This design comes from an exercise in tuning for a short achievable clock period and few clock cycles on the open sky130 flow, not from production work. Where RTL was checked, it was by simulation tests only, not by an equivalence proof against the original. The RTL of runs 2 and 3 was laid out without a check of its function. Power is estimated from default activity; no workload was simulated.

==> design/flow/design.v <==
`default_nettype none
package rv_pkg;
  localparam int XLEN = 32;
  localparam int PC_W = 8;      
  typedef logic [XLEN-1:0] word_t;
  typedef logic [4:0]      reg_addr_t;
  typedef logic [PC_W-1:0] pc_t;
  localparam logic [6:0] OPC_OP     = 7'b0110011;
  localparam logic [6:0] OPC_OP_IMM = 7'b0010011;
  localparam logic [6:0] OPC_LOAD   = 7'b0000011;
  localparam logic [6:0] OPC_STORE  = 7'b0100011;
  localparam logic [6:0] OPC_BRANCH = 7'b1100011;
  localparam logic [6:0] OPC_LUI    = 7'b0110111;
endpackage
`default_nettype wire
`timescale 1ns/10ps
`default_nettype none
module rv_alu (
  input  rv_pkg::word_t a,
  input  rv_pkg::word_t b,
  input  logic          sub,
  input  logic          arith,      
  input  logic          sel_add,
  input  logic          sel_sll,
  input  logic          sel_sr,
  input  logic          sel_slt,
  input  logic          sel_sltu,
  input  logic          sel_xor,
  input  logic          sel_or,
  input  logic          sel_and,
  input  logic          sel_b,
  output rv_pkg::word_t y
);
  logic [32:0] sum_x;
  rv_pkg::word_t sum;
  logic        carry;
  logic        lt_s;
  logic        lt_u;
  logic [4:0]  shamt;
  rv_pkg::word_t sll;
  rv_pkg::word_t sr;
  logic [32:0] sr_x;
  assign sum_x = {1'b0, a} + {1'b0, b ^ {32{sub}}} + {32'b0, sub};
  assign sum   = sum_x[31:0];
  assign carry = sum_x[32];
  assign lt_u  = !carry;
  assign lt_s  = (a[31] ^ b[31]) ? a[31] : sum[31];
  assign shamt = b[4:0];
  assign sll   = a << shamt;
  assign sr_x  = $unsigned($signed({arith & a[31], a}) >>> shamt);
  assign sr    = sr_x[31:0];
  assign y = ({32{sel_add}}  & sum)
           | ({32{sel_sll}}  & sll)
           | ({32{sel_sr}}   & sr)
           | ({32{sel_xor}}  & (a ^ b))
           | ({32{sel_or}}   & (a | b))
           | ({32{sel_and}}  & (a & b))
           | ({32{sel_b}}    & b)
           | {31'b0, (sel_slt & lt_s) | (sel_sltu & lt_u)};
endmodule
`default_nettype wire
`timescale 1ns/10ps
`default_nettype none
module rv_regfile (
  input  logic              clk,
  input  rv_pkg::reg_addr_t rs1,
  input  rv_pkg::reg_addr_t rs2,
  output rv_pkg::word_t     rs1_data,
  output rv_pkg::word_t     rs2_data,
  input  logic              wr_en,      
  input  rv_pkg::reg_addr_t wr_addr,
  input  rv_pkg::word_t     wr_data
);
  rv_pkg::word_t regs [1:31];
  rv_pkg::word_t rd1;
  rv_pkg::word_t rd2;
  always_ff @(posedge clk)
  begin
    if (wr_en)
      regs[wr_addr] <= wr_data;
  end
  assign rd1 = (rs1 == '0) ? '0 : regs[rs1];
  assign rd2 = (rs2 == '0) ? '0 : regs[rs2];
  assign rs1_data = (wr_en && (wr_addr == rs1)) ? wr_data : rd1;
  assign rs2_data = (wr_en && (wr_addr == rs2)) ? wr_data : rd2;
endmodule
`default_nettype wire
`timescale 1ns/10ps
`default_nettype none
module rv_fetch (
  input  logic          clk,
  input  logic          arst_n,
  input  logic          redirect,      
  input  rv_pkg::pc_t   redirect_pc,
  input  logic          upd_en,        
  input  rv_pkg::pc_t   upd_pc,
  input  logic          upd_taken,
  output rv_pkg::word_t imem_addr,
  input  rv_pkg::word_t imem_data,
  output rv_pkg::pc_t   pc,
  output logic          pred,          
  output rv_pkg::pc_t   target
);
  rv_pkg::pc_t pc_next;
  logic [255:0] seen;
  logic        u_en;          
  rv_pkg::pc_t u_pc;
  logic        u_taken;
  logic [255:0] last;
  logic        is_branch;
  logic        same_regs;
  logic [2:0]  f3;
  logic        stat_pred;
  assign imem_addr = {22'b0, pc, 2'b00};
  assign target    = pc + {imem_data[29:25], imem_data[11:9]};
  assign is_branch = (imem_data[6:0] == rv_pkg::OPC_BRANCH);
  assign same_regs = (imem_data[19:15] == imem_data[24:20]);
  assign f3        = imem_data[14:12];
  always_comb
  begin
    if (imem_data[31])
      stat_pred = 1'b1;
    else if (same_regs)
      stat_pred = (f3 == 3'b000) || (f3[2] && f3[0]);
    else
      stat_pred = f3[0];
  end
  assign pred = is_branch && (seen[pc] ? last[pc] : stat_pred);
  always_comb
  begin
    if (redirect)
      pc_next = redirect_pc;
    else if (pred)
      pc_next = target;
    else
      pc_next = pc + 1'b1;
  end
  always_ff @(posedge clk or negedge arst_n)
  begin
    if (!arst_n)
    begin
      pc   <= '0;
      seen <= '0;
      u_en <= 1'b0;
    end
    else
    begin
      pc   <= pc_next;
      u_en <= upd_en;
      if (u_en)
        seen[u_pc] <= 1'b1;
    end
  end
  always_ff @(posedge clk)
  begin
    u_pc    <= upd_pc;
    u_taken <= upd_taken;
    if (u_en)
      last[u_pc] <= u_taken;
  end
endmodule
`default_nettype wire
`timescale 1ns/10ps
`default_nettype none
module rv_decode (
  input  rv_pkg::word_t instr,
  output logic          wen,
  output logic          is_load,
  output logic          is_store,
  output logic          is_branch,
  output logic          is_stop,
  output logic          use_imm,
  output rv_pkg::word_t imm,
  output logic          sub,
  output logic          arith,
  output logic          sel_add,
  output logic          sel_sll,
  output logic          sel_sr,
  output logic          sel_slt,
  output logic          sel_sltu,
  output logic          sel_xor,
  output logic          sel_or,
  output logic          sel_and,
  output logic          sel_b
);
  logic [6:0] opcode;
  logic [2:0] funct3;
  logic       alt;
  logic       is_op;
  logic       is_opimm;
  logic       is_lui;
  logic       alu_fn;     
  assign opcode = instr[6:0];
  assign funct3 = instr[14:12];
  assign alt    = instr[30];
  assign is_op     = (opcode == rv_pkg::OPC_OP);
  assign is_opimm  = (opcode == rv_pkg::OPC_OP_IMM);
  assign is_lui    = (opcode == rv_pkg::OPC_LUI);
  assign is_load   = (opcode == rv_pkg::OPC_LOAD);
  assign is_store  = (opcode == rv_pkg::OPC_STORE);
  assign is_branch = (opcode == rv_pkg::OPC_BRANCH);
  assign is_stop   = (instr == '0);
  assign alu_fn    = is_op || is_opimm;
  assign wen     = (alu_fn || is_load || is_lui) && (instr[11:7] != '0);
  assign use_imm = !is_op;
  always_comb
  begin
    if (is_store)
      imm = {{20{instr[31]}}, instr[31:25], instr[11:7]};
    else if (is_lui)
      imm = {instr[31:12], 12'b0};
    else
      imm = {{20{instr[31]}}, instr[31:20]};
  end
  assign sel_add  = is_load || is_store || (alu_fn && (funct3 == 3'b000));
  assign sub      = (is_op && (funct3 == 3'b000) && alt) ||
                    (alu_fn && (funct3[2:1] == 2'b01));
  assign sel_sll  = alu_fn && (funct3 == 3'b001);
  assign sel_slt  = alu_fn && (funct3 == 3'b010);
  assign sel_sltu = alu_fn && (funct3 == 3'b011);
  assign sel_xor  = alu_fn && (funct3 == 3'b100);
  assign sel_sr   = alu_fn && (funct3 == 3'b101);
  assign arith    = alt;
  assign sel_or   = alu_fn && (funct3 == 3'b110);
  assign sel_and  = alu_fn && (funct3 == 3'b111);
  assign sel_b    = is_lui;
endmodule
`default_nettype wire
`timescale 1ns/10ps
`default_nettype none
module rv_execute (
  input  rv_pkg::word_t rs1_data,
  input  rv_pkg::word_t rs2_data,
  input  logic          fa_alu,        
  input  logic          fa_ld,         
  input  logic          fb_alu,
  input  logic          fb_ld,
  input  rv_pkg::word_t mem_result,
  input  rv_pkg::word_t dmem_rdata,
  input  logic          use_imm,
  input  rv_pkg::word_t imm,
  input  logic          sub,
  input  logic          arith,
  input  logic          sel_add,
  input  logic          sel_sll,
  input  logic          sel_sr,
  input  logic          sel_slt,
  input  logic          sel_sltu,
  input  logic          sel_xor,
  input  logic          sel_or,
  input  logic          sel_and,
  input  logic          sel_b,
  input  logic          br_lt,         
  input  logic          br_unsigned,   
  input  logic          br_inv,        
  input  logic          br_flip,       
  output rv_pkg::word_t result,
  output rv_pkg::word_t store_data,
  output logic          taken,
  output logic          wrong          
);
  rv_pkg::word_t op_a;
  rv_pkg::word_t op_b;
  rv_pkg::word_t a_rf;
  rv_pkg::word_t b_rf;
  logic  eq;
  logic  lt_u;
  logic  lt;
  logic  cond;
  assign a_rf = fa_alu ? mem_result : rs1_data;
  assign b_rf = fb_alu ? mem_result : rs2_data;
  assign op_a = fa_ld ? dmem_rdata : a_rf;
  assign op_b = fb_ld ? dmem_rdata : b_rf;
  assign store_data = op_b;
  rv_alu i_alu (
    .a        (op_a),
    .b        (use_imm ? imm : op_b),
    .sub, .arith, .sel_add, .sel_sll, .sel_sr, .sel_slt, .sel_sltu,
    .sel_xor, .sel_or, .sel_and, .sel_b,
    .y        (result)
  );
  assign eq   = (op_a == op_b);
  assign lt_u = (op_a < op_b);
  assign lt   = (!br_unsigned && (op_a[31] ^ op_b[31])) ? op_a[31] : lt_u;
  assign cond = br_lt ? lt : eq;
  assign taken = cond ^ br_inv;
  assign wrong = cond ^ br_flip;
endmodule
`default_nettype wire
`timescale 1ns/10ps
`default_nettype none
module rv_memwb (
  input  logic          m_load,
  input  logic          m_store,
  input  rv_pkg::word_t m_result,
  input  rv_pkg::word_t m_wdata,
  output rv_pkg::word_t dmem_addr,
  output rv_pkg::word_t dmem_wdata,
  output logic          dmem_wr_en,
  output logic          dmem_rd_en,
  input  rv_pkg::word_t dmem_rdata,
  output rv_pkg::word_t wb_data
);
  assign dmem_addr  = m_result;      
  assign dmem_wdata = m_wdata;
  assign dmem_wr_en = m_store;
  assign dmem_rd_en = m_load;
  assign wb_data    = m_load ? dmem_rdata : m_result;
endmodule
`default_nettype wire
`timescale 1ns/10ps
`default_nettype none
module rv_core (
  input  logic          clk,
  input  logic          arst_n,
  output rv_pkg::word_t imem_addr,
  input  rv_pkg::word_t imem_data,
  output rv_pkg::word_t dmem_addr,
  output rv_pkg::word_t dmem_wdata,
  output logic          dmem_wr_en,
  output logic          dmem_rd_en,
  input  rv_pkg::word_t dmem_rdata,
  output logic          halt
);
  rv_pkg::pc_t       pc;
  logic              f_pred;
  rv_pkg::pc_t       f_target;
  rv_pkg::reg_addr_t rs1;
  rv_pkg::reg_addr_t rs2;
  rv_pkg::reg_addr_t rd;
  rv_pkg::word_t     rs1_data;
  rv_pkg::word_t     rs2_data;
  logic              d_wen, d_load, d_store, d_branch, d_stop, d_use_imm;
  rv_pkg::word_t     d_imm;
  logic              d_sub, d_arith, d_add, d_sll, d_sr, d_slt, d_sltu;
  logic              d_xor, d_or, d_and, d_b;
  logic              e_valid;
  logic              e_wen, e_load, e_store, e_branch, e_stop, e_use_imm;
  rv_pkg::reg_addr_t e_rd;
  rv_pkg::word_t     e_imm;
  logic              e_sub, e_arith, e_add, e_sll, e_sr, e_slt, e_sltu;
  logic              e_xor, e_or, e_and, e_b;
  logic              e_br_lt, e_br_unsigned, e_br_inv, e_br_flip;
  rv_pkg::pc_t       e_pc;
  rv_pkg::pc_t       e_alt_pc;
  rv_pkg::word_t     e_rs1_data;
  rv_pkg::word_t     e_rs2_data;
  logic              e_fa_alu, e_fa_ld, e_fb_alu, e_fb_ld;
  rv_pkg::word_t     x_result;
  rv_pkg::word_t     x_store_data;
  logic              x_taken;
  logic              x_wrong;
  logic              mispredict;
  logic              e_fwd;         
  logic              kill;
  logic              m_wen, m_load, m_store;
  rv_pkg::reg_addr_t m_rd;
  rv_pkg::word_t     m_result;
  rv_pkg::word_t     m_wdata;
  rv_pkg::word_t     wb_data;
  assign mispredict = e_valid && e_branch && x_wrong;
  assign kill       = mispredict || (e_valid && e_stop) || halt;
  rv_fetch i_fetch (
    .clk, .arst_n,
    .redirect    (mispredict),
    .redirect_pc (e_alt_pc),
    .upd_en      (e_valid && e_branch),
    .upd_pc      (e_pc),
    .upd_taken   (x_taken),
    .imem_addr, .imem_data,
    .pc,
    .pred        (f_pred),
    .target      (f_target)
  );
  assign rs1 = imem_data[19:15];
  assign rs2 = imem_data[24:20];
  assign rd  = imem_data[11:7];
  rv_decode i_decode (
    .instr     (imem_data),
    .wen       (d_wen),
    .is_load   (d_load),
    .is_store  (d_store),
    .is_branch (d_branch),
    .is_stop   (d_stop),
    .use_imm   (d_use_imm),
    .imm       (d_imm),
    .sub       (d_sub),
    .arith     (d_arith),
    .sel_add   (d_add),
    .sel_sll   (d_sll),
    .sel_sr    (d_sr),
    .sel_slt   (d_slt),
    .sel_sltu  (d_sltu),
    .sel_xor   (d_xor),
    .sel_or    (d_or),
    .sel_and   (d_and),
    .sel_b     (d_b)
  );
  rv_regfile i_regfile (
    .clk, .rs1, .rs2, .rs1_data, .rs2_data,
    .wr_en (m_wen), .wr_addr (m_rd), .wr_data (wb_data)
  );
  assign e_fwd = e_valid && e_wen;
  always_ff @(posedge clk or negedge arst_n)
  begin
    if (!arst_n)
    begin
      e_valid <= 1'b0;
      halt    <= 1'b0;
    end
    else
    begin
      e_valid <= !kill;
      if ((e_valid && e_stop) ||
          (d_stop && !kill && !(e_valid && (e_load || e_store))))
        halt <= 1'b1;
    end
  end
  always_ff @(posedge clk)
  begin
    e_wen         <= d_wen;
    e_load        <= d_load;
    e_store       <= d_store;
    e_branch      <= d_branch;
    e_stop        <= d_stop;
    e_use_imm     <= d_use_imm;
    e_rd          <= rd;
    e_imm         <= d_imm;
    e_sub         <= d_sub;
    e_arith       <= d_arith;
    e_add         <= d_add;
    e_sll         <= d_sll;
    e_sr          <= d_sr;
    e_slt         <= d_slt;
    e_sltu        <= d_sltu;
    e_xor         <= d_xor;
    e_or          <= d_or;
    e_and         <= d_and;
    e_b           <= d_b;
    e_br_lt       <= imem_data[14];
    e_br_unsigned <= imem_data[13];
    e_br_inv      <= imem_data[12];
    e_br_flip     <= imem_data[12] ^ f_pred;
    e_pc          <= pc;
    e_alt_pc      <= f_pred ? (pc + 1'b1) : f_target;
    e_rs1_data    <= rs1_data;
    e_rs2_data    <= rs2_data;
    e_fa_alu      <= e_fwd && !e_load && (e_rd == rs1);
    e_fa_ld       <= e_fwd &&  e_load && (e_rd == rs1);
    e_fb_alu      <= e_fwd && !e_load && (e_rd == rs2);
    e_fb_ld       <= e_fwd &&  e_load && (e_rd == rs2);
  end
  rv_execute i_execute (
    .rs1_data    (e_rs1_data),
    .rs2_data    (e_rs2_data),
    .fa_alu      (e_fa_alu),
    .fa_ld       (e_fa_ld),
    .fb_alu      (e_fb_alu),
    .fb_ld       (e_fb_ld),
    .mem_result  (m_result),
    .dmem_rdata  (dmem_rdata),
    .use_imm     (e_use_imm),
    .imm         (e_imm),
    .sub         (e_sub),
    .arith       (e_arith),
    .sel_add     (e_add),
    .sel_sll     (e_sll),
    .sel_sr      (e_sr),
    .sel_slt     (e_slt),
    .sel_sltu    (e_sltu),
    .sel_xor     (e_xor),
    .sel_or      (e_or),
    .sel_and     (e_and),
    .sel_b       (e_b),
    .br_lt       (e_br_lt),
    .br_unsigned (e_br_unsigned),
    .br_inv      (e_br_inv),
    .br_flip     (e_br_flip),
    .result      (x_result),
    .store_data  (x_store_data),
    .taken       (x_taken),
    .wrong       (x_wrong)
  );
  always_ff @(posedge clk or negedge arst_n)
  begin
    if (!arst_n)
    begin
      m_wen   <= 1'b0;
      m_load  <= 1'b0;
      m_store <= 1'b0;
    end
    else
    begin
      m_wen   <= e_valid && e_wen;
      m_load  <= e_valid && e_load;
      m_store <= e_valid && e_store;
    end
  end
  always_ff @(posedge clk)
  begin
    m_rd     <= e_rd;
    m_result <= x_result;
    m_wdata  <= x_store_data;
  end
  rv_memwb i_memwb (
    .m_load     (m_load),
    .m_store    (m_store),
    .m_result   (m_result),
    .m_wdata    (m_wdata),
    .dmem_addr, .dmem_wdata, .dmem_wr_en, .dmem_rd_en, .dmem_rdata,
    .wb_data
  );
endmodule
`default_nettype wire
==> design/flow/run.sh <==
#!/bin/bash
# synth_recipe.tcl (not shown) runs the flow's synth.tcl, then flattens the netlist and writes it again
# the make line also repeats each setting of config.mk as NAME=value (left out here)
make -C /OpenROAD-flow-scripts/flow DESIGN_CONFIG=/design/flow/config.mk WORK_HOME=/design/flow/orfs CLKGATE_MAP_FILE= SYNTH_SCRIPT=/design/flow/synth_recipe.tcl finish
==> design/flow/config.mk <==
export PLATFORM = sky130hd
export DESIGN_NAME = rv_core
export DESIGN_NICKNAME = rv_core
export VERILOG_FILES = /design/flow/design.v
export SDC_FILE = /design/flow/constraint.sdc
export NUM_CORES = 4
export LEC_CHECK = 0
export ABC_CLOCK_PERIOD_IN_PS = 2500
export CAP_MARGIN = 40
export CORE_MARGIN = 2
export CORE_UTILIZATION = 40
export SETUP_SLACK_MARGIN = 5.0
export SLEW_MARGIN = 40
export TNS_END_PERCENT = 100
==> design/flow/constraint.sdc <==
create_clock -name core_clock -period 8.0 [get_ports {clk}]
set_input_delay 1.6000 -clock core_clock [delete_from_list [all_inputs] [get_ports {clk}]]
set_output_delay 1.6000 -clock core_clock [all_outputs]
set_load 0.01 [all_outputs]
==> results of run 1 <==
==> cell usage in the layout, fill, tap and decap left out, types with 32 or more instances in the layout <==
cell | synthesis | layout
edfxtp_1 | 1248 | 1248
o21ai_0 | 575 | 536
mux4_2 | 528 | 529
mux2i_1 | 433 | 393
nand2_1 | 336 | 293
buf_4 | 34 | 275
dfrtp_1 | 270 | 261
o21bai_1 | 251 | 249
a21oi_1 | 314 | 247
nor2_1 | 302 | 239
clkbuf_16 | 0 | 199
dfxtp_1 | 220 | 171
mux2_2 | 146 | 135
ha_1 | 145 | 128
buf_6 | 9 | 109
inv_1 | 155 | 104
a221oi_2 | 1 | 76
a21o_1 | 74 | 74
nand3_1 | 70 | 59
xnor2_1 | 69 | 56
o221ai_1 | 57 | 54
o32ai_1 | 66 | 51
inv_2 | 3 | 43
buf_16 | 0 | 42
clkinv_2 | 0 | 41
dfxtp_4 | 0 | 40
buf_2 | 53 | 40
buf_12 | 4 | 40
o211ai_1 | 39 | 39
clkbuf_1 | 348 | 39
nor2_4 | 0 | 38
a21oi_4 | 0 | 35
a22oi_1 | 36 | 35
a21oi_2 | 0 | 32
==> final timing paths <==
| kind | start | endpoint | slack (ns) | depth (start not counted) |
|---|---|---|---|---|
| hold reg to reg | e_pc[3] | i_fetch.u_pc[3] | 0.33 | 0 |
| setup reg to reg | e_fb_alu | i_fetch.pc[4] | 4.08 | 19 |
| setup / recovery | dmem_rdata[0] | m_result[30] | 4.07 | 19 |
| max in group asynchronous | arst_n | i_fetch.seen[68] | 5.95 | 4 |
| min in group asynchronous | arst_n | i_fetch.seen[242] | 0.63 | 1 |
| hold / removal | e_pc[3] | i_fetch.u_pc[3] | 0.33 | 0 |
==> power breakdown <==
part / internal, mW / switching, mW / total, mW / leakage [nW]
sequential: 9.75 / 0.171 / 9.92 / 15.9
combinational: 2.25 / 3.78 / 6.03 / 17.3
clock: 5.05 / 3.87 / 8.93 / 3.10
total: 17.0 / 7.82 / 24.9 / 36.3
==> sequential cells by signal (all words and copies together) (netlist names), 5 cells and up <==
| name | flops |
|---|---|
| e_alt_pc | 8 |
| e_imm | 32 |
| e_pc | 8 |
| e_rd | 5 |
| e_rs1_data | 32 |
| e_rs2_data | 32 |
| i_fetch.last | 256 |
| i_fetch.pc | 8 |
| i_fetch.seen | 256 |
| i_fetch.u_pc | 8 |
| i_regfile.regs | 992 |
| m_rd | 5 |
| m_result | 32 |
| m_wdata | 32 |
==> cells by family after synthesis <==
family / Yosys count
multiplexers: 1110
flip-flops: 1738
buffers and inverters: 686
XOR/XNOR: 105
adder cells (fa/ha/maj): 147
AO/OA/AOI/OAI: 1711
other: 1
AND/OR/NAND/NOR: 882
==> cell type report <==
class	instances	area [um^2]
inverters	160	674
multi-input cells	3982	38800
fillers	18430	111000
repair inverters	2	11.3
clock buffers	254	5270
flip-flops and latches	1738	48800
repair buffers	611	7410
well taps	2854	3570
diodes	16	40.0
clock inverters	106	1080
==> routing by layer <==
metal	vias up	wire, um	global-route usage, %
met1	32743	129000	39.2
met2	3985	146000	43.5
met5	-	94	0
met4	14	16500	12.8
met3	782	36300	7.09
li1	25628	-	-
==> what timing repair did <==
item	CTS	global route
endpoints found under the setup margin	687	419
endpoints found under the hold margin	0	0
setup buffers	184	76
pin swaps	113	83
gates cloned	44	8
gates resized for setup	1017	222
==> metrics by stage <==
stage	hold slack, ns	utilization, %
after floorplan	0.310	-
after detailed placement	0.312	42.7
after CTS	0.325	47.9
after global placement	0.311	42.5
after global routing	0.331	48.8
final	0.326	48.8
==> results by group, run 1 <==
Critical path
  – Worst path required time: just under 9 ns
  – Critical path's slowest cell: fa_2
  – CP delay by family, top: compound AO/OA/AOI/OAI gates
  – Crit Path Category: in2reg
  – CP Capture Type: flop
  – CP bufs+invs: 4
  – Critical Path Max Stage Delay: 0.42 ns
  – CP max FO: 4
  – CP arrival: about 4.6 ns
  – Crit-path cells: buf_8 > nand2b_4 > o211ai_2 > buf_6 > and2_4 > inv_8 > nand2_4 > a21boi_4 > fa_2 > nor2b_4 > o21bai_4 > a21oi_2 > o221ai_4 > o21ai_4 > a2111oi_4 > o31ai_4 > buf_4 > xnor2_2 > o2111ai_1
  – CP Launch Type: input port

CTS
  – CTS sink count: 1,738
  – H-tree depth: 4
  – Clock Latency Late Sink: slightly below 0.9 ns
  – Clock root buffer master: clkbuf_16
  – Clock transition at path regs: 0.06 ns
  – CTS Buf Count: 190
  – # hold bufs at CTS: 0
  – TritonCTS clock tree: done
  – Maximum root-to-sink buffer count: 3

Synthesis
  – Async S/R FF share, synth: around 16%
  – Synth Area in Adders: 2.13%
  – Number of enable flip-flop cells after synthesis: between 1,000 and 1,500
  – Main combinational cell family by area after synthesis: multiplexers
  – Top-area cell type share of the netlist area: 43.0%
  – Number of distinct library cells after synthesis: 86
  – XOR/XNOR share of the synthesized area: about 1.1%
  – Yosys top cell by area: edfxtp_1
  – Cells after Synth: between 6,000 and 7,000
  – Synth Register Bits: ~1,700
  – Post-Syn Area: 87,100 um^2
  – Top_reg_cell synth: edfxtp_1
  – Synth Area in Simple Gates: 4.40%
  – Fraction of the mapped netlist area in compound gates: between 10% and 20%
  – Top cells by area, synth: edfxtp_1, mux4_2, dfrtp_1
  – Register area share after synthesis: 55.8%
  – Synth warnings: 4
  – Synthesized area per cell: between 10 and 15 um^2
  – Mux share of post-synthesis cell area: 20.6%
  – Most numerous cell in the Yosys netlist: edfxtp_1
  – Top cells by count, synth: edfxtp_1, o21ai_0, mux4_2, mux2i_1, clkbuf_1

Route
  – Routed WL: 328,000 um
  – Routed Antenna Nets: 0
  – First drt pass iteration count: 6
  – Initial DRC count: a little under 9,000
  – Via density: 6.50
  – DRC: 0
  – Wire per inst: about 34 um
  – Total number of vias: 63,152

Timing
  – Sum Neg Setup Slack: 0 ns
  – Setup violators final: 0
  – Slew HR: around a third
  – Clk_skew: around 0.062 ns
  – Max Freq: approximately 0.25 GHz
  – RSZ-0062 raised after global routing: yes
  – Period utilization: a little under 50%
  – Setup ws final: just over 4 ns
  – Clock period minus worst slack: slightly below 4 ns
  – Count of final max-slew check failures: 0
  – Final Hold Vio Count: 0
  – Worst-Margin Slew: between 0.9 and 1 ns

Pwr
  – LEAKAGE: ~36 nW
  – Power per cell area: approximately 240 nW/um^2
  – Total Power: approximately 25 mW
  – Worst IR drop on VDD: between 0.2 and 0.25 mV

Finish
  – Area Growth Syn to Fin: 21.4%
  – Share of cells above drive strength 1: between 30% and 40%
  – Nets: 6,898
  – Non-Filler Instances: 9,723
  – Final std cell area, no fill: ~110,000 um^2

Global routing
  – Initial antenna violation count: 24
  – Congestion Overflow GR: 0
  – Number of global-route vias before repair: around 61,000
  – Global-route wire length before repair: roughly 460,000 um
  – Pin count of the biggest net entering global routing: about 150
  – Total Routing Usage GR: between 20 and 30%

Min path
  – Worst Hold Class: reg2reg

Die
  – Rows: 171
  – Die area: 221,000 um^2
  – Die span in y: 471 um
  – Starting density of the core: between 40% and 50%
  – I/O Pins: ~170
  – Core area: 217,000 um^2
  – Die Width: 471 um

Job
  – Max-cap viol count: 0

Placed design
  – Area post-placement: 92,500 um^2
  – Post-DP HPWL: about 200,000 um
  – Cells after DPL: approximately 9,000
  – Worst slack, placed: between 1.5 and 2 ns
  – RD Place Congestion: roughly 0.99
  – Port bufs: 140

Status
  – Status: finished clean
Testbench counts, summed over its fixed seeds: cycles 40,498.
==> run 2, diff against run 1 <==
--- a/design/flow/design.v
+++ b/design/flow/design.v
@@ -92,25 +92,28 @@
   input  logic          arst_n,
   input  logic          redirect,      
   input  rv_pkg::pc_t   redirect_pc,
+  input  logic          kill,          
   input  logic          upd_en,        
   input  rv_pkg::pc_t   upd_pc,
   input  logic          upd_taken,
   output rv_pkg::word_t imem_addr,
   input  rv_pkg::word_t imem_data,
-  output rv_pkg::pc_t   pc,
-  output logic          pred,          
-  output rv_pkg::pc_t   target
+  output logic          if_valid,
+  output rv_pkg::pc_t   if_pc,
+  output rv_pkg::word_t if_instr,
+  output logic          if_pred,       
+  output rv_pkg::pc_t   if_target
 );
+  rv_pkg::pc_t pc;
   rv_pkg::pc_t pc_next;
+  rv_pkg::pc_t target;
   logic [255:0] seen;
-  logic        u_en;          
-  rv_pkg::pc_t u_pc;
-  logic        u_taken;
   logic [255:0] last;
   logic        is_branch;
   logic        same_regs;
   logic [2:0]  f3;
   logic        stat_pred;
+  logic        pred;
   assign imem_addr = {22'b0, pc, 2'b00};
   assign target    = pc + {imem_data[29:25], imem_data[11:9]};
   assign is_branch = (imem_data[6:0] == rv_pkg::OPC_BRANCH);
@@ -125,12 +128,12 @@
     else
       stat_pred = f3[0];
   end
-  assign pred = is_branch && (seen[pc] ? last[pc] : stat_pred);
+  assign pred = seen[pc] ? last[pc] : stat_pred;
   always_comb
   begin
     if (redirect)
       pc_next = redirect_pc;
-    else if (pred)
+    else if (is_branch && pred)
       pc_next = target;
     else
       pc_next = pc + 1'b1;
@@ -139,24 +142,26 @@
   begin
     if (!arst_n)
     begin
-      pc   <= '0;
-      seen <= '0;
-      u_en <= 1'b0;
+      pc       <= '0;
+      if_valid <= 1'b0;
+      seen     <= '0;
     end
     else
     begin
-      pc   <= pc_next;
-      u_en <= upd_en;
-      if (u_en)
-        seen[u_pc] <= 1'b1;
+      pc       <= pc_next;
+      if_valid <= !kill;
+      if (upd_en)
+        seen[upd_pc] <= 1'b1;
     end
   end
   always_ff @(posedge clk)
   begin
-    u_pc    <= upd_pc;
-    u_taken <= upd_taken;
-    if (u_en)
-      last[u_pc] <= u_taken;
+    if (upd_en)
+      last[upd_pc] <= upd_taken;
+    if_pc     <= pc;
+    if_instr  <= imem_data;
+    if_pred   <= is_branch && pred;
+    if_target <= target;
   end
 endmodule
 `default_nettype wire
@@ -322,12 +327,13 @@
   input  rv_pkg::word_t dmem_rdata,
   output logic          halt
 );
-  rv_pkg::pc_t       pc;
-  logic              f_pred;
-  rv_pkg::pc_t       f_target;
+  logic              if_valid;
+  rv_pkg::pc_t       if_pc;
+  rv_pkg::word_t     if_instr;
+  logic              if_pred;
+  rv_pkg::pc_t       if_target;
   rv_pkg::reg_addr_t rs1;
   rv_pkg::reg_addr_t rs2;
-  rv_pkg::reg_addr_t rd;
   rv_pkg::word_t     rs1_data;
   rv_pkg::word_t     rs2_data;
   logic              d_wen, d_load, d_store, d_branch, d_stop, d_use_imm;
@@ -351,6 +357,7 @@
   logic              x_taken;
   logic              x_wrong;
   logic              mispredict;
+  logic              e_act;         
   logic              e_fwd;         
   logic              kill;
   logic              m_wen, m_load, m_store;
@@ -358,25 +365,24 @@
   rv_pkg::word_t     m_result;
   rv_pkg::word_t     m_wdata;
   rv_pkg::word_t     wb_data;
+  assign e_act      = e_valid;
   assign mispredict = e_valid && e_branch && x_wrong;
   assign kill       = mispredict || (e_valid && e_stop) || halt;
   rv_fetch i_fetch (
     .clk, .arst_n,
     .redirect    (mispredict),
     .redirect_pc (e_alt_pc),
+    .kill,
     .upd_en      (e_valid && e_branch),
     .upd_pc      (e_pc),
     .upd_taken   (x_taken),
     .imem_addr, .imem_data,
-    .pc,
-    .pred        (f_pred),
-    .target      (f_target)
+    .if_valid, .if_pc, .if_instr, .if_pred, .if_target
   );
-  assign rs1 = imem_data[19:15];
-  assign rs2 = imem_data[24:20];
-  assign rd  = imem_data[11:7];
+  assign rs1 = if_instr[19:15];
+  assign rs2 = if_instr[24:20];
   rv_decode i_decode (
-    .instr     (imem_data),
+    .instr     (if_instr),
     .wen       (d_wen),
     .is_load   (d_load),
     .is_store  (d_store),
@@ -410,9 +416,9 @@
     end
     else
     begin
-      e_valid <= !kill;
+      e_valid <= if_valid && !kill;
       if ((e_valid && e_stop) ||
-          (d_stop && !kill && !(e_valid && (e_load || e_store))))
+          (if_valid && d_stop && !kill && !(e_valid && (e_load || e_store))))
         halt <= 1'b1;
     end
   end
@@ -424,7 +430,7 @@
     e_branch      <= d_branch;
     e_stop        <= d_stop;
     e_use_imm     <= d_use_imm;
-    e_rd          <= rd;
+    e_rd          <= if_instr[11:7];
     e_imm         <= d_imm;
     e_sub         <= d_sub;
     e_arith       <= d_arith;
@@ -437,12 +443,12 @@
     e_or          <= d_or;
     e_and         <= d_and;
     e_b           <= d_b;
-    e_br_lt       <= imem_data[14];
-    e_br_unsigned <= imem_data[13];
-    e_br_inv      <= imem_data[12];
-    e_br_flip     <= imem_data[12] ^ f_pred;
-    e_pc          <= pc;
-    e_alt_pc      <= f_pred ? (pc + 1'b1) : f_target;
+    e_br_lt       <= if_instr[14];
+    e_br_unsigned <= if_instr[13];
+    e_br_inv      <= if_instr[12];
+    e_br_flip     <= if_instr[12] ^ if_pred;
+    e_pc          <= if_pc;
+    e_alt_pc      <= if_pred ? (if_pc + 1'b1) : if_target;
     e_rs1_data    <= rs1_data;
     e_rs2_data    <= rs2_data;
     e_fa_alu      <= e_fwd && !e_load && (e_rd == rs1);
@@ -458,7 +464,7 @@
     .fb_alu      (e_fb_alu),
     .fb_ld       (e_fb_ld),
     .mem_result  (m_result),
-    .dmem_rdata  (dmem_rdata),
+    .dmem_rdata,
     .use_imm     (e_use_imm),
     .imm         (e_imm),
     .sub         (e_sub),
--- a/design/flow/config.mk
+++ b/design/flow/config.mk
@@ -6,9 +6,9 @@
 export NUM_CORES = 4
 export LEC_CHECK = 0
 export ABC_CLOCK_PERIOD_IN_PS = 2500
-export CAP_MARGIN = 40
+export CAP_MARGIN = 20
 export CORE_MARGIN = 2
 export CORE_UTILIZATION = 40
 export SETUP_SLACK_MARGIN = 5.0
-export SLEW_MARGIN = 40
+export SLEW_MARGIN = 20
 export TNS_END_PERCENT = 100
==> run 2 against run 1 <==
  * Utilization down 0.27 points
  * Clock skew shrank 0.012 ns
  * Sequential power increased by 4%
  * Wire length increased by 1.4%
  * Critical path depth shrank 1
  * Sequential cell count increased by 40
  * Sequential share of layout area rose by 0.50 points
  * Register-to-register slack worse by 0.15 ns
  * Maximum frequency shrank 5.1%
  * Synthesized area is 1.1% higher
  * Critical endpoint is now m_result[17]
  * Largest power group unchanged
==> results by group, run 2 <==
Timing
  – Clock period minus worst slack: 4.14 ns (+0.209 ns)
  – Final Hold Vio Count: 0 (unchanged)
  – Setup violators final: 0 (unchanged)
  – Sum Neg Setup Slack: 0 ns (unchanged)
  – Slew HR: 9.21% (-23 points)
  – Worst-Margin Slew: 1.36 ns (+0.367 ns)
  – Period utilization: 51.7% (+2.6 points)
  – Hold Slack: 0.371 ns (+0.0448 ns)
  – Count of final max-slew check failures: 0 (unchanged)
  – Clk_skew: 0.0500 ns (-0.0119 ns)
  – Max Freq: 0.242 GHz (-5.1%)
  – RSZ-0062 raised after global routing: yes

Status
  – Status: finished clean

Route
  – Initial DRC count: 9,350 (+4.8%)
  – Total number of vias: 64,264 (+1.8%)
  – Routed WL: 332,000 um (+1.4%)
  – DRC: 0 (unchanged)
  – Via density: 6.50 (about the same)
  – Wire per inst: 33.6 um (-0.29%)
  – Routed Antenna Nets: 0 (unchanged)
  – First drt pass iteration count: 6 (unchanged)

CTS
  – CTS sink count: 1,778 (+2.3%)
  – Clock transition at path regs: 0.06 ns (about the same)
  – Maximum root-to-sink buffer count: 3 (unchanged)
  – Clock Latency Late Sink: 0.85 ns (-0.02 ns)
  – Clock root buffer master: clkbuf_16
  – H-tree depth: 4 (unchanged)
  – CTS Buf Count: 186 (-2.1%)
  – TritonCTS clock tree: done

Pwr
  – Worst IR drop on VDD: 0.205 mV (-14%)
  – LEAKAGE: 37.2 nW (+2.6%)
  – Power per cell area: 244 nW/um^2 (+3.6%)

Placed design
  – Port bufs: 140 (unchanged)
  – Area post-placement: 92,600 um^2 (+0.13%)
  – RD Place Congestion: 0.971 (-2.0%)
  – Post-DP HPWL: 200,000 um (+2.2%)

Synthesis
  – Top_reg_cell synth: edfxtp_1
  – Most numerous cell in the Yosys netlist: edfxtp_1
  – Synthesized area per cell: 13.5 um^2 (-1.2%)
  – Yosys top cell by area: edfxtp_1
  – Register area share after synthesis: 56.1% (+0.30 points)
  – Post-Syn Area: 88,100 um^2 (+1.1%)
  – Top-area cell type share of the netlist area: 42.6% (-0.47 points)
  – Cells after Synth: 6,531 (+2.4%)
  – Synth Register Bits: 1,778 (+2.3%)
  – Number of enable flip-flop cells after synthesis: 1,248 (unchanged)
  – Top cells by count, synth: edfxtp_1, mux4_2, o21ai_0, mux2i_1, nand2_1
  – Top cells by area, synth: edfxtp_1, mux4_2, dfrtp_1
  – Number of distinct library cells after synthesis: 85 (-1.2%)
  – Synth warnings: 4 (unchanged)
  – Async S/R FF share, synth: 15.2% (-0.35 points)

Global routing
  – Global-route wire length before repair: 464,000 um (+1.0%)
  – Total Routing Usage GR: 28.8% (+0.041 points)
  – Pin count of the biggest net entering global routing: 178 (+22%)
  – Congestion Overflow GR: 0 (unchanged)
  – Number of global-route vias before repair: 62,658 (+2.7%)
  – Initial antenna violation count: 37 (+54%)

Finish
  – Area Growth Syn to Fin: 20.8%
  – Reg with most FFs: i_regfile.regs
  – Fill count: 18,776 (+1.9%)
  – Share of cells above drive strength 1: 31.4% (+0.045 points)
  – Largest register FFs: 992 (unchanged)
  – Multi-input gate area: 39,800 um^2 (+2.5%)
  – Most common cell after layout, fill and taps aside: edfxtp_1
  – Most frequent cells in the layout: edfxtp_1, mux4_2, mux2i_1
  – Nets: 7,053 (+2.2%)
  – Register area: 49,600 um^2 (+1.7%)
  – Final std cell area, no fill: 106,000 um^2 (+0.61%)
  – Regs by FF count: i_regfile.regs (992), i_fetch.last (256), i_fetch.seen (256)

Min path
  – Worst Hold Class: reg2reg

Die
  – Core area: 219,000 um^2 (+1.2%)
  – Starting density of the core: 40.2% (about the same)
  – Die Width: 473 um (+0.55%)
  – Die span in y: 473 um (+0.55%)
  – Die area: 224,000 um^2 (+1.1%)
  – Rows: 172 (+0.58%)
  – I/O Pins: 165 (unchanged)

Critical path
  – Worst path required time: 8.64 ns (-0.06 ns)
  – Crit Path Category: in2reg
  – FF-to-FF Start: e_fb_alu
  – R2R cell count: 18 (-1)
  – CP max FO: 3 (-1)
  – Crit path from: dmem_rdata[3]
  – CP arrival: 4.78 ns (+0.15 ns)
  – Most frequent CP cell: buf_4
  – RR Endpoint: m_result[17]
  – Critical Path Max Stage Delay: 0.41 ns (about the same)
  – Crit-path cells: buf_4 > nand2_2 > o21a_4 > o21a_4 > xnor2_2 > ha_2 > a21o_1 > a21o_1 > a21oi_4 > o211ai_1 > buf_4 > a41oi_4 > buf_4 > o21ai_2 > a21boi_2 > o21ai_2 > xnor2_1 > o211ai_1
  – Worst Setup EP: m_result[17]
  – Critical path's slowest cell: o211ai_1
  – CP Capture Type: flop
  – CP Launch Type: input port
  – R2R Setup Slk: 3.93 ns (-0.15 ns)

Job
  – Max-cap viol count: 0 (unchanged)
[run 2: cell count changes after synthesis, moves of 46 or more]
cell,delta
nand2_1,+112
a31oi_1,+70
mux2_2,-66
o21bai_1,-53
a21oi_1,+50
o21ai_0,-46
[run 2: worst min-delay path by stage]
stage | from | end | cells past startpoint
after CTS | i_fetch.if_instr[9] | e_rd[2] | 0
after detailed placement | i_fetch.if_pc[1] | e_pc[1] | 0
final | i_fetch.if_instr[9] | e_rd[2] | 0
after floorplan | i_fetch.if_instr[9] | e_rd[2] | 0
after global routing | i_fetch.if_instr[9] | e_rd[2] | 0
after global placement | i_fetch.if_instr[31] | e_imm[31] | 0
[run 2: timing repair]
| action | 4_1_cts | 5_1_grt |
|---|---|---|
| gates cloned | 21 | 20 |
| hold buffers | 0 | 0 |
| pin swaps | 139 | 174 |
| setup buffers | 225 | 74 |
| setup endpoints to repair | 1272 | 852 |
| hold endpoints to repair | 0 | 0 |
| resized for setup | 1111 | 563 |
[run 2: cell families after synthesis]
group	Yosys count	synth area share, %
flops	1778	56.1
mux	1062	19.7
fa+ha+maj	143	2.05
other cells	1	0.00426
simple gates	971	4.83
buf+inv	695	3.29
xor+xnor	104	1.03
compound gates	1777	12.9
[run 2: power breakdown]
group	internal [mW]	total (mW)	switching (mW)	leakage (nW)
clock network	4.87	8.68	3.81	2.95
logic	2.43	6.95	4.52	17.8
registers	10.0	10.3	0.284	16.5
total	17.3	25.9	8.61	37.2
[run 2: routing by layer]
layer	vias to the layer above	wire (um)	GRT usage [%]
met2	4184	150000	44.1
met3	906	37000	6.32
met5	-	11	0
met4	2	19700	14.3
met1	32934	126000	38.7
li1	26238	-	-
[run 2: worst max-delay path: cells and delay by family]
family / cells / cell delay [ns]
compound gates: 11 / 2.13
simple gates: 1 / 0.06
buf+inv: 3 / 0.45
fa+ha+maj: 1 / 0.23
xor+xnor: 2 / 0.28
[run 2: final cells by class]
class	instances	share of cell area, %
multi-input cells	4094	37.4
clock buffers	259	4.91
repair inverters	2	0.0118
flip-flops and latches	1778	46.7
repair buffers	616	6.14
diodes	20	0.0471
inverters	166	0.641
clock inverters	84	0.753
well taps	2871	3.38
[run 2: stage by stage]
step	utilization, %	cells	power [mW]	setup slack, ns
after floorplan	-	6554	13.5	3.18
after global placement	42.2	9187	15.5	1.83
after detailed placement	42.2	9187	15.5	1.75
after CTS	47.3	9776	25.2	4.02
after global routing	48.5	9885	26.5	3.84
final	48.5	9890	25.9	3.86
==> run 3, diff against run 2 <==
--- a/design/flow/design.v
+++ b/design/flow/design.v
@@ -31,7 +31,7 @@
   input  logic          sel_b,
   output rv_pkg::word_t y
 );
-  logic [32:0] sum_x;
+  rv_pkg::word_t bx;
   rv_pkg::word_t sum;
   logic        carry;
   logic        lt_s;
@@ -40,9 +40,14 @@
   rv_pkg::word_t sll;
   rv_pkg::word_t sr;
   logic [32:0] sr_x;
-  assign sum_x = {1'b0, a} + {1'b0, b ^ {32{sub}}} + {32'b0, sub};
-  assign sum   = sum_x[31:0];
-  assign carry = sum_x[32];
+  assign bx = b ^ {32{sub}};
+  rv_add i_add (
+    .a    (a),
+    .b    (bx),
+    .cin  (sub),
+    .sum  (sum),
+    .cout (carry)
+  );
   assign lt_u  = !carry;
   assign lt_s  = (a[31] ^ b[31]) ? a[31] : sum[31];
   assign shamt = b[4:0];
@@ -58,6 +63,38 @@
            | ({32{sel_b}}    & b)
            | {31'b0, (sel_slt & lt_s) | (sel_sltu & lt_u)};
 endmodule
+module rv_add (
+  input  rv_pkg::word_t a,
+  input  rv_pkg::word_t b,
+  input  logic          cin,
+  output rv_pkg::word_t sum,
+  output logic          cout
+);
+  logic [31:0] g [0:5];
+  logic [31:0] p [0:5];
+  logic [31:0] hp;
+  assign hp   = a ^ b;
+  assign g[0] = (a & b) | {31'b0, hp[0] & cin};
+  assign p[0] = {hp[31:1], 1'b0};
+  for (genvar k = 0; k < 5; k++)
+  begin : g_lvl
+    for (genvar i = 0; i < 32; i++)
+    begin : g_bit
+      if (i >= (1 << k))
+      begin : g_op
+        assign g[k+1][i] = g[k][i] | (p[k][i] & g[k][i - (1 << k)]);
+        assign p[k+1][i] = p[k][i] & p[k][i - (1 << k)];
+      end
+      else
+      begin : g_pass
+        assign g[k+1][i] = g[k][i];
+        assign p[k+1][i] = p[k][i];
+      end
+    end
+  end
+  assign sum  = hp ^ {g[5][30:0], cin};
+  assign cout = g[5][31];
+endmodule
 `default_nettype wire
 `timescale 1ns/10ps
 `default_nettype none
@@ -92,28 +129,26 @@
   input  logic          arst_n,
   input  logic          redirect,      
   input  rv_pkg::pc_t   redirect_pc,
-  input  logic          kill,          
+  input  logic          hold,          
   input  logic          upd_en,        
   input  rv_pkg::pc_t   upd_pc,
   input  logic          upd_taken,
   output rv_pkg::word_t imem_addr,
   input  rv_pkg::word_t imem_data,
-  output logic          if_valid,
-  output rv_pkg::pc_t   if_pc,
-  output rv_pkg::word_t if_instr,
-  output logic          if_pred,       
-  output rv_pkg::pc_t   if_target
+  output rv_pkg::pc_t   pc,
+  output logic          pred,          
+  output rv_pkg::pc_t   target
 );
-  rv_pkg::pc_t pc;
   rv_pkg::pc_t pc_next;
-  rv_pkg::pc_t target;
   logic [255:0] seen;
+  logic        u_en;          
+  rv_pkg::pc_t u_pc;
+  logic        u_taken;
   logic [255:0] last;
   logic        is_branch;
   logic        same_regs;
   logic [2:0]  f3;
   logic        stat_pred;
-  logic        pred;
   assign imem_addr = {22'b0, pc, 2'b00};
   assign target    = pc + {imem_data[29:25], imem_data[11:9]};
   assign is_branch = (imem_data[6:0] == rv_pkg::OPC_BRANCH);
@@ -128,12 +163,14 @@
     else
       stat_pred = f3[0];
   end
-  assign pred = seen[pc] ? last[pc] : stat_pred;
+  assign pred = is_branch && (seen[pc] ? last[pc] : stat_pred);
   always_comb
   begin
     if (redirect)
       pc_next = redirect_pc;
-    else if (is_branch && pred)
+    else if (hold)
+      pc_next = pc;
+    else if (pred)
       pc_next = target;
     else
       pc_next = pc + 1'b1;
@@ -142,26 +179,24 @@
   begin
     if (!arst_n)
     begin
-      pc       <= '0;
-      if_valid <= 1'b0;
-      seen     <= '0;
+      pc   <= '0;
+      seen <= '0;
+      u_en <= 1'b0;
     end
     else
     begin
-      pc       <= pc_next;
-      if_valid <= !kill;
-      if (upd_en)
-        seen[upd_pc] <= 1'b1;
+      pc   <= pc_next;
+      u_en <= upd_en;
+      if (u_en)
+        seen[u_pc] <= 1'b1;
     end
   end
   always_ff @(posedge clk)
   begin
-    if (upd_en)
-      last[upd_pc] <= upd_taken;
-    if_pc     <= pc;
-    if_instr  <= imem_data;
-    if_pred   <= is_branch && pred;
-    if_target <= target;
+    u_pc    <= upd_pc;
+    u_taken <= upd_taken;
+    if (u_en)
+      last[u_pc] <= u_taken;
   end
 endmodule
 `default_nettype wire
@@ -175,6 +210,8 @@
   output logic          is_branch,
   output logic          is_stop,
   output logic          use_imm,
+  output logic          alu_rs1,      
+  output logic          alu_rs2,      
   output rv_pkg::word_t imm,
   output logic          sub,
   output logic          arith,
@@ -208,6 +245,8 @@
   assign alu_fn    = is_op || is_opimm;
   assign wen     = (alu_fn || is_load || is_lui) && (instr[11:7] != '0);
   assign use_imm = !is_op;
+  assign alu_rs1 = alu_fn || is_load || is_store;
+  assign alu_rs2 = is_op;
   always_comb
   begin
     if (is_store)
@@ -236,14 +275,15 @@
 module rv_execute (
   input  rv_pkg::word_t rs1_data,
   input  rv_pkg::word_t rs2_data,
+  input  rv_pkg::word_t bop_data,      
   input  logic          fa_alu,        
-  input  logic          fa_ld,         
-  input  logic          fb_alu,
-  input  logic          fb_ld,
+  input  logic          fb_alu,        
+  input  logic          ca_alu,        
+  input  logic          ca_ld,         
+  input  logic          cb_alu,
+  input  logic          cb_ld,
   input  rv_pkg::word_t mem_result,
   input  rv_pkg::word_t dmem_rdata,
-  input  logic          use_imm,
-  input  rv_pkg::word_t imm,
   input  logic          sub,
   input  logic          arith,
   input  logic          sel_add,
@@ -264,6 +304,8 @@
   output logic          taken,
   output logic          wrong          
 );
+  rv_pkg::word_t alu_a;
+  rv_pkg::word_t alu_b;
   rv_pkg::word_t op_a;
   rv_pkg::word_t op_b;
   rv_pkg::word_t a_rf;
@@ -272,14 +314,16 @@
   logic  lt_u;
   logic  lt;
   logic  cond;
-  assign a_rf = fa_alu ? mem_result : rs1_data;
-  assign b_rf = fb_alu ? mem_result : rs2_data;
-  assign op_a = fa_ld ? dmem_rdata : a_rf;
-  assign op_b = fb_ld ? dmem_rdata : b_rf;
+  assign alu_a = fa_alu ? mem_result : rs1_data;
+  assign alu_b = fb_alu ? mem_result : bop_data;
+  assign a_rf = ca_alu ? mem_result : rs1_data;
+  assign b_rf = cb_alu ? mem_result : rs2_data;
+  assign op_a = ca_ld ? dmem_rdata : a_rf;
+  assign op_b = cb_ld ? dmem_rdata : b_rf;
   assign store_data = op_b;
   rv_alu i_alu (
-    .a        (op_a),
-    .b        (use_imm ? imm : op_b),
+    .a        (alu_a),
+    .b        (alu_b),
     .sub, .arith, .sel_add, .sel_sll, .sel_sr, .sel_slt, .sel_sltu,
     .sel_xor, .sel_or, .sel_and, .sel_b,
     .y        (result)
@@ -327,16 +371,17 @@
   input  rv_pkg::word_t dmem_rdata,
   output logic          halt
 );
-  logic              if_valid;
-  rv_pkg::pc_t       if_pc;
-  rv_pkg::word_t     if_instr;
-  logic              if_pred;
-  rv_pkg::pc_t       if_target;
+  rv_pkg::pc_t       pc;
+  logic              f_pred;
+  rv_pkg::pc_t       f_target;
   rv_pkg::reg_addr_t rs1;
   rv_pkg::reg_addr_t rs2;
+  rv_pkg::reg_addr_t rd;
   rv_pkg::word_t     rs1_data;
   rv_pkg::word_t     rs2_data;
   logic              d_wen, d_load, d_store, d_branch, d_stop, d_use_imm;
+  logic              d_alu_rs1, d_alu_rs2;
+  logic              stall;
   rv_pkg::word_t     d_imm;
   logic              d_sub, d_arith, d_add, d_sll, d_sr, d_slt, d_sltu;
   logic              d_xor, d_or, d_and, d_b;
@@ -351,13 +396,13 @@
   rv_pkg::pc_t       e_alt_pc;
   rv_pkg::word_t     e_rs1_data;
   rv_pkg::word_t     e_rs2_data;
-  logic              e_fa_alu, e_fa_ld, e_fb_alu, e_fb_ld;
+  rv_pkg::word_t     e_bop_data;
+  logic              e_fa_alu, e_fb_alu, e_ca_alu, e_ca_ld, e_cb_alu, e_cb_ld;
   rv_pkg::word_t     x_result;
   rv_pkg::word_t     x_store_data;
   logic              x_taken;
   logic              x_wrong;
   logic              mispredict;
-  logic              e_act;         
   logic              e_fwd;         
   logic              kill;
   logic              m_wen, m_load, m_store;
@@ -365,30 +410,34 @@
   rv_pkg::word_t     m_result;
   rv_pkg::word_t     m_wdata;
   rv_pkg::word_t     wb_data;
-  assign e_act      = e_valid;
   assign mispredict = e_valid && e_branch && x_wrong;
   assign kill       = mispredict || (e_valid && e_stop) || halt;
   rv_fetch i_fetch (
     .clk, .arst_n,
     .redirect    (mispredict),
     .redirect_pc (e_alt_pc),
-    .kill,
+    .hold        (stall),
     .upd_en      (e_valid && e_branch),
     .upd_pc      (e_pc),
     .upd_taken   (x_taken),
     .imem_addr, .imem_data,
-    .if_valid, .if_pc, .if_instr, .if_pred, .if_target
+    .pc,
+    .pred        (f_pred),
+    .target      (f_target)
   );
-  assign rs1 = if_instr[19:15];
-  assign rs2 = if_instr[24:20];
+  assign rs1 = imem_data[19:15];
+  assign rs2 = imem_data[24:20];
+  assign rd  = imem_data[11:7];
   rv_decode i_decode (
-    .instr     (if_instr),
+    .instr     (imem_data),
     .wen       (d_wen),
     .is_load   (d_load),
     .is_store  (d_store),
     .is_branch (d_branch),
     .is_stop   (d_stop),
     .use_imm   (d_use_imm),
+    .alu_rs1   (d_alu_rs1),
+    .alu_rs2   (d_alu_rs2),
     .imm       (d_imm),
     .sub       (d_sub),
     .arith     (d_arith),
@@ -407,6 +456,8 @@
     .wr_en (m_wen), .wr_addr (m_rd), .wr_data (wb_data)
   );
   assign e_fwd = e_valid && e_wen;
+  assign stall = e_fwd && e_load &&
+                 ((d_alu_rs1 && (e_rd == rs1)) || (d_alu_rs2 && (e_rd == rs2)));
   always_ff @(posedge clk or negedge arst_n)
   begin
     if (!arst_n)
@@ -416,9 +467,9 @@
     end
     else
     begin
-      e_valid <= if_valid && !kill;
+      e_valid <= !kill && !stall;
       if ((e_valid && e_stop) ||
-          (if_valid && d_stop && !kill && !(e_valid && (e_load || e_store))))
+          (d_stop && !kill && !(e_valid && (e_load || e_store))))
         halt <= 1'b1;
     end
   end
@@ -430,7 +481,7 @@
     e_branch      <= d_branch;
     e_stop        <= d_stop;
     e_use_imm     <= d_use_imm;
-    e_rd          <= if_instr[11:7];
+    e_rd          <= rd;
     e_imm         <= d_imm;
     e_sub         <= d_sub;
     e_arith       <= d_arith;
@@ -443,30 +494,34 @@
     e_or          <= d_or;
     e_and         <= d_and;
     e_b           <= d_b;
-    e_br_lt       <= if_instr[14];
-    e_br_unsigned <= if_instr[13];
-    e_br_inv      <= if_instr[12];
-    e_br_flip     <= if_instr[12] ^ if_pred;
-    e_pc          <= if_pc;
-    e_alt_pc      <= if_pred ? (if_pc + 1'b1) : if_target;
+    e_br_lt       <= imem_data[14];
+    e_br_unsigned <= imem_data[13];
+    e_br_inv      <= imem_data[12];
+    e_br_flip     <= imem_data[12] ^ f_pred;
+    e_pc          <= pc;
+    e_alt_pc      <= f_pred ? (pc + 1'b1) : f_target;
     e_rs1_data    <= rs1_data;
     e_rs2_data    <= rs2_data;
+    e_bop_data    <= d_use_imm ? d_imm : rs2_data;
     e_fa_alu      <= e_fwd && !e_load && (e_rd == rs1);
-    e_fa_ld       <= e_fwd &&  e_load && (e_rd == rs1);
-    e_fb_alu      <= e_fwd && !e_load && (e_rd == rs2);
-    e_fb_ld       <= e_fwd &&  e_load && (e_rd == rs2);
+    e_fb_alu      <= e_fwd && !e_load && (e_rd == rs2) && !d_use_imm;
+    e_ca_alu      <= e_fwd && !e_load && (e_rd == rs1);
+    e_ca_ld       <= e_fwd &&  e_load && (e_rd == rs1);
+    e_cb_alu      <= e_fwd && !e_load && (e_rd == rs2);
+    e_cb_ld       <= e_fwd &&  e_load && (e_rd == rs2);
   end
   rv_execute i_execute (
     .rs1_data    (e_rs1_data),
     .rs2_data    (e_rs2_data),
+    .bop_data    (e_bop_data),
     .fa_alu      (e_fa_alu),
-    .fa_ld       (e_fa_ld),
     .fb_alu      (e_fb_alu),
-    .fb_ld       (e_fb_ld),
+    .ca_alu      (e_ca_alu),
+    .ca_ld       (e_ca_ld),
+    .cb_alu      (e_cb_alu),
+    .cb_ld       (e_cb_ld),
     .mem_result  (m_result),
-    .dmem_rdata,
-    .use_imm     (e_use_imm),
-    .imm         (e_imm),
+    .dmem_rdata  (dmem_rdata),
     .sub         (e_sub),
     .arith       (e_arith),
     .sel_add     (e_add),
--- a/design/flow/config.mk
+++ b/design/flow/config.mk
@@ -6,9 +6,9 @@
 export NUM_CORES = 4
 export LEC_CHECK = 0
 export ABC_CLOCK_PERIOD_IN_PS = 2500
-export CAP_MARGIN = 20
+export CAP_MARGIN = 40
 export CORE_MARGIN = 2
 export CORE_UTILIZATION = 40
 export SETUP_SLACK_MARGIN = 5.0
-export SLEW_MARGIN = 20
+export SLEW_MARGIN = 40
 export TNS_END_PERCENT = 100
==> run 3 against run 2 <==
  * Still clean on timing, DRC and antenna
  * Combinational power is 6.8% lower
  * Critical path depth is 4 lower
  * Power is 2.0% lower
  * Sequential cell count is 40 lower
  * Global-route usage is 0.091 points lower
  * Worst setup slack better by 0.20 ns
  * Clock power is 2.8% higher
  * Count of clock-buffer cells in the layout is 11 lower
  * Cell area is 1.2% higher
  * Cell count is 2.0% lower
  * Sequential power hardly changed
  * Clock skew is 0.012 ns higher
  * Critical endpoint is now i_fetch.pc[7]
  * Largest cell class unchanged
  * Highest routed layer unchanged
==> results by group, run 3 <==
Critical path
  – Critical path's slowest cell: dfxtp_4
  – CP Capture Type: flop
  – CP arrival: 4.67 ns (-0.11 ns)
  – CP Launch Type: flop
  – FF-to-FF Start: e_ca_alu
  – Crit Path Category: reg2reg
  – Crit path from: e_ca_alu
  – CP max FO: 6 (+3)
  – Critical Path Max Stage Delay: 0.42 ns (about the same)
  – Crit-path cells: buf_6 > buf_12 > mux2i_2 > inv_2 > mux2_2 > ha_1 > o21a_1 > o211ai_1 > a221o_1 > a31o_4 > and4b_2 > or3_4 > buf_4 > o41ai_2
  – Worst path required time: 8.74 ns (+0.10 ns)

Route
  – Routed Antenna Nets: 0 (unchanged)
  – Total number of vias: 62,325 (-3.0%)
  – First drt pass iteration count: 7 (+1)
  – Wire per inst: 34.1 um (+1.4%)
  – Routed WL: 330,000 um (-0.66%)
  – Via density: 6.43 (-1.0%)
  – Initial DRC count: 8,269 (-12%)
  – DRC: 0 (unchanged)

Placed design
  – RD Place Congestion: 0.960 (-1.1%)
  – Port bufs: 140 (unchanged)
  – Post-DP HPWL: 197,000 um (-1.5%)
  – Cells after DPL: 8,970 (-2.4%)
  – Area post-placement: 92,900 um^2 (+0.24%)

CTS
  – Clock Latency Late Sink: 0.87 ns (+0.02 ns)
  – H-tree depth: 4 (unchanged)
  – CTS sink count: 1,738 (-2.2%)
  – CTS Buf Count: 185 (-0.54%)
  – Maximum root-to-sink buffer count: 3 (unchanged)
  – Clock transition at path regs: 0.06 ns (about the same)
  – Clock root buffer master: clkbuf_16
  – TritonCTS clock tree: done

Synthesis
  – Async S/R FF share, synth: 15.5% (+0.35 points)
  – Number of distinct library cells after synthesis: 85 (unchanged)
  – Top cells by area, synth: edfxtp_1, mux4_2, dfrtp_1
  – Cells after Synth: 6,346 (-2.8%)
  – Number of enable flip-flop cells after synthesis: 1,248 (unchanged)
  – Top cells by count, synth: edfxtp_1, o21ai_0, mux4_2, mux2i_1, clkbuf_1
  – Register area share after synthesis: 55.7% (-0.40 points)
  – Synthesized area per cell: 13.8 um^2 (+2.0%)
  – Synth warnings: 7 (+3)
  – Yosys top cell by area: edfxtp_1
  – Most numerous cell in the Yosys netlist: edfxtp_1
  – Top-area cell type share of the netlist area: 42.9% (+0.39 points)
  – Synth Register Bits: 1,738 (-2.2%)
  – Top_reg_cell synth: edfxtp_1
  – Post-Syn Area: 87,300 um^2 (-0.91%)

Min path
  – Worst Hold Class: reg2reg
  – Worst hold start: e_pc[2]

Finish
  – Share of cells above drive strength 1: 33.1% (+1.7 points)
  – Non-Filler Instances: 9,692 (-2.0%)
  – Regs by FF count: i_regfile.regs (992), i_fetch.last (256), i_fetch.seen (256)
  – Most frequent cells in the layout: edfxtp_1, mux4_2, o21ai_0
  – Nets: 6,870 (-2.6%)
  – Most common cell after layout, fill and taps aside: edfxtp_1
  – Area Growth Syn to Fin: 23.3%
  – Largest register FFs: 992 (unchanged)
  – Reg with most FFs: i_regfile.regs
  – Final std cell area, no fill: 108,000 um^2 (+1.2%)

Job
  – Max-cap viol count: 0 (unchanged)

Global routing
  – Total Routing Usage GR: 28.7% (-0.091 points)
  – Pin count of the biggest net entering global routing: 106 (-40%)
  – Initial antenna violation count: 29 (-22%)
  – Congestion Overflow GR: 0 (unchanged)
  – Number of global-route vias before repair: 60,703 (-3.1%)
  – Global-route wire length before repair: 458,000 um (-1.3%)

Timing
  – Final Hold Vio Count: 0 (unchanged)
  – Setup violators final: 0 (unchanged)
  – RSZ-0062 raised after global routing: yes
  – Clk_skew: 0.0616 ns (+0.0116 ns)
  – Hold Slack: 0.325 ns (-0.0464 ns)
  – Sum Neg Setup Slack: 0 ns (unchanged)
  – Worst-Margin Slew: 0.964 ns (-0.395 ns)
  – Count of final max-slew check failures: 0 (unchanged)
  – Slew HR: 33.9% (+25 points)
  – Clock period minus worst slack: 3.94 ns (-0.204 ns)
  – Max Freq: 0.254 GHz (+5.2%)
  – Period utilization: 49.2% (-2.6 points)

Die
  – I/O Pins: 165 (unchanged)
  – Rows: 171 (-0.58%)
  – Die Width: 471 um (-0.45%)
  – Core area: 217,000 um^2 (-1.1%)
  – Starting density of the core: 40.2% (+0.064 points)
  – Die area: 222,000 um^2 (-0.90%)
  – Die span in y: 471 um (-0.45%)

Pwr
  – Worst IR drop on VDD: 0.202 mV (-1.1%)
  – Power per cell area: 236 nW/um^2 (-3.2%)
  – LEAKAGE: 38.5 nW (+3.4%)

Status
  – Status: finished clean
[run 3: final timing paths]
kind / depth (start not counted) / to / slack [ns]
worst min register to register: 0 / i_fetch.u_pc[2] / 0.32
max in group asynchronous: 5 / i_fetch.pc[0] / 5.71
min in group asynchronous: 1 / i_fetch.seen[128] / 0.58
worst max register to register: 14 / i_fetch.pc[7] / 4.06
worst max-delay path: 14 / i_fetch.pc[7] / 4.06
worst min-delay path: 0 / i_fetch.u_pc[2] / 0.32
[run 3: through the flow]
stage | utilization, % | worst slack, ns | total power, mW
floorplan | - | 3.82 | 13.1
CTS | 48.4 | 4.12 | 24.9
global route | 49.6 | 3.98 | 26.1
global placement | 42.6 | 2.45 | 14.7
finish | 49.6 | 4.06 | 25.4
detailed placement | 42.8 | 2.76 | 14.8
[run 3: final cells by class]
cell class | count | area (um^2)
Multi-Input combinational cell | 3936 | 40100
Clock inverter | 97 | 1130
Inverter | 162 | 664
Timing Repair inverter | 1 | 7.51
Timing Repair Buffer | 638 | 8150
Antenna cell | 18 | 45.0
Tap cell | 2854 | 3570
Sequential cell | 1738 | 48800
Fill cell | 18173 | 109000
Clock buffer | 248 | 5170
[run 3: critical path: cells and delay by family, from the launching register on]
kind            cells  cell delay, ns
compound gates      5            1.09
mux                 2            0.69
buf+inv             4            0.65
simple gates        2            0.64
flops               1            0.42
fa+ha+maj           1            0.33
[run 3: cell families after synthesis]
group                      count (synthesis)  share of synthesized area, %
DFF                                     1738                          55.7
AOI/OAI and AO/OA                       1658                          12.0
muxes                                   1164                          21.6
and+or+nand+nor                          841                          4.27
buffers and inverters                    698                          3.26
adders and majority gates                142                          2.05
xor gates and xnor gates                 104                          1.04
other                                      1                       0.00430
[run 3: per-layer routing]
metal,up-vias,global-route usage (%),wire (um)
met5,-,0,37
met3,762,6.29,33000
met4,6,13.7,17200
met2,3683,45.9,156000
li1,25590,-,-
met1,32284,37.2,124000
[run 3: where the power goes]
| group | switching (mW) | leakage [nW] | internal [mW] |
|---|---|---|---|
| registers | 0.230 | 17.3 | 9.77 |
| logic | 3.90 | 18.1 | 2.59 |
| clock network | 3.83 | 3.07 | 5.09 |
| total | 7.95 | 38.5 | 17.5 |
[run 3: repair_timing]
action / 4_1_cts / 5_1_grt
hold endpoints to repair: 0 / 0
pin swaps: 73 / 121
cloned: 54 / 15
gates resized for setup: 969 / 281
hold buffers: 0 / 0
endpoints found under the setup margin: 758 / 478
buffers inserted: 187 / 97

re-timing with driven ports:
In the flow no input, the clock included, has a driving cell. The finished layouts below were timed again as built, in two steps.
Step 1 assumes that a clkbuf_16 drives the clock port and a buf_2 every other input.
Step 2 moves the port delays by t, midway between the first and last clock arrival at a register: inputs arrive t later, outputs are due t later. That takes back most of the time a late clock gives input paths.
Three values: no drivers, after step 1, after step 2; two values: the first two.
run	t (ns)	slack for setup (ns)	latest minus earliest clock arrival (ns)
run 1	0.932	4.070 / 4.077 / 3.145	0.071 / 0.071
run 2	0.912	3.861 / 3.914 / 3.002	0.052 / 0.051
run 3	0.931	4.065 / 4.065 / 3.196	0.062 / 0.062
After both steps setup and hold are still met in every run listed. The setup slack of run 1, which loses most, moves by +0.007 ns with the drivers and by -0.925 ns with both steps.
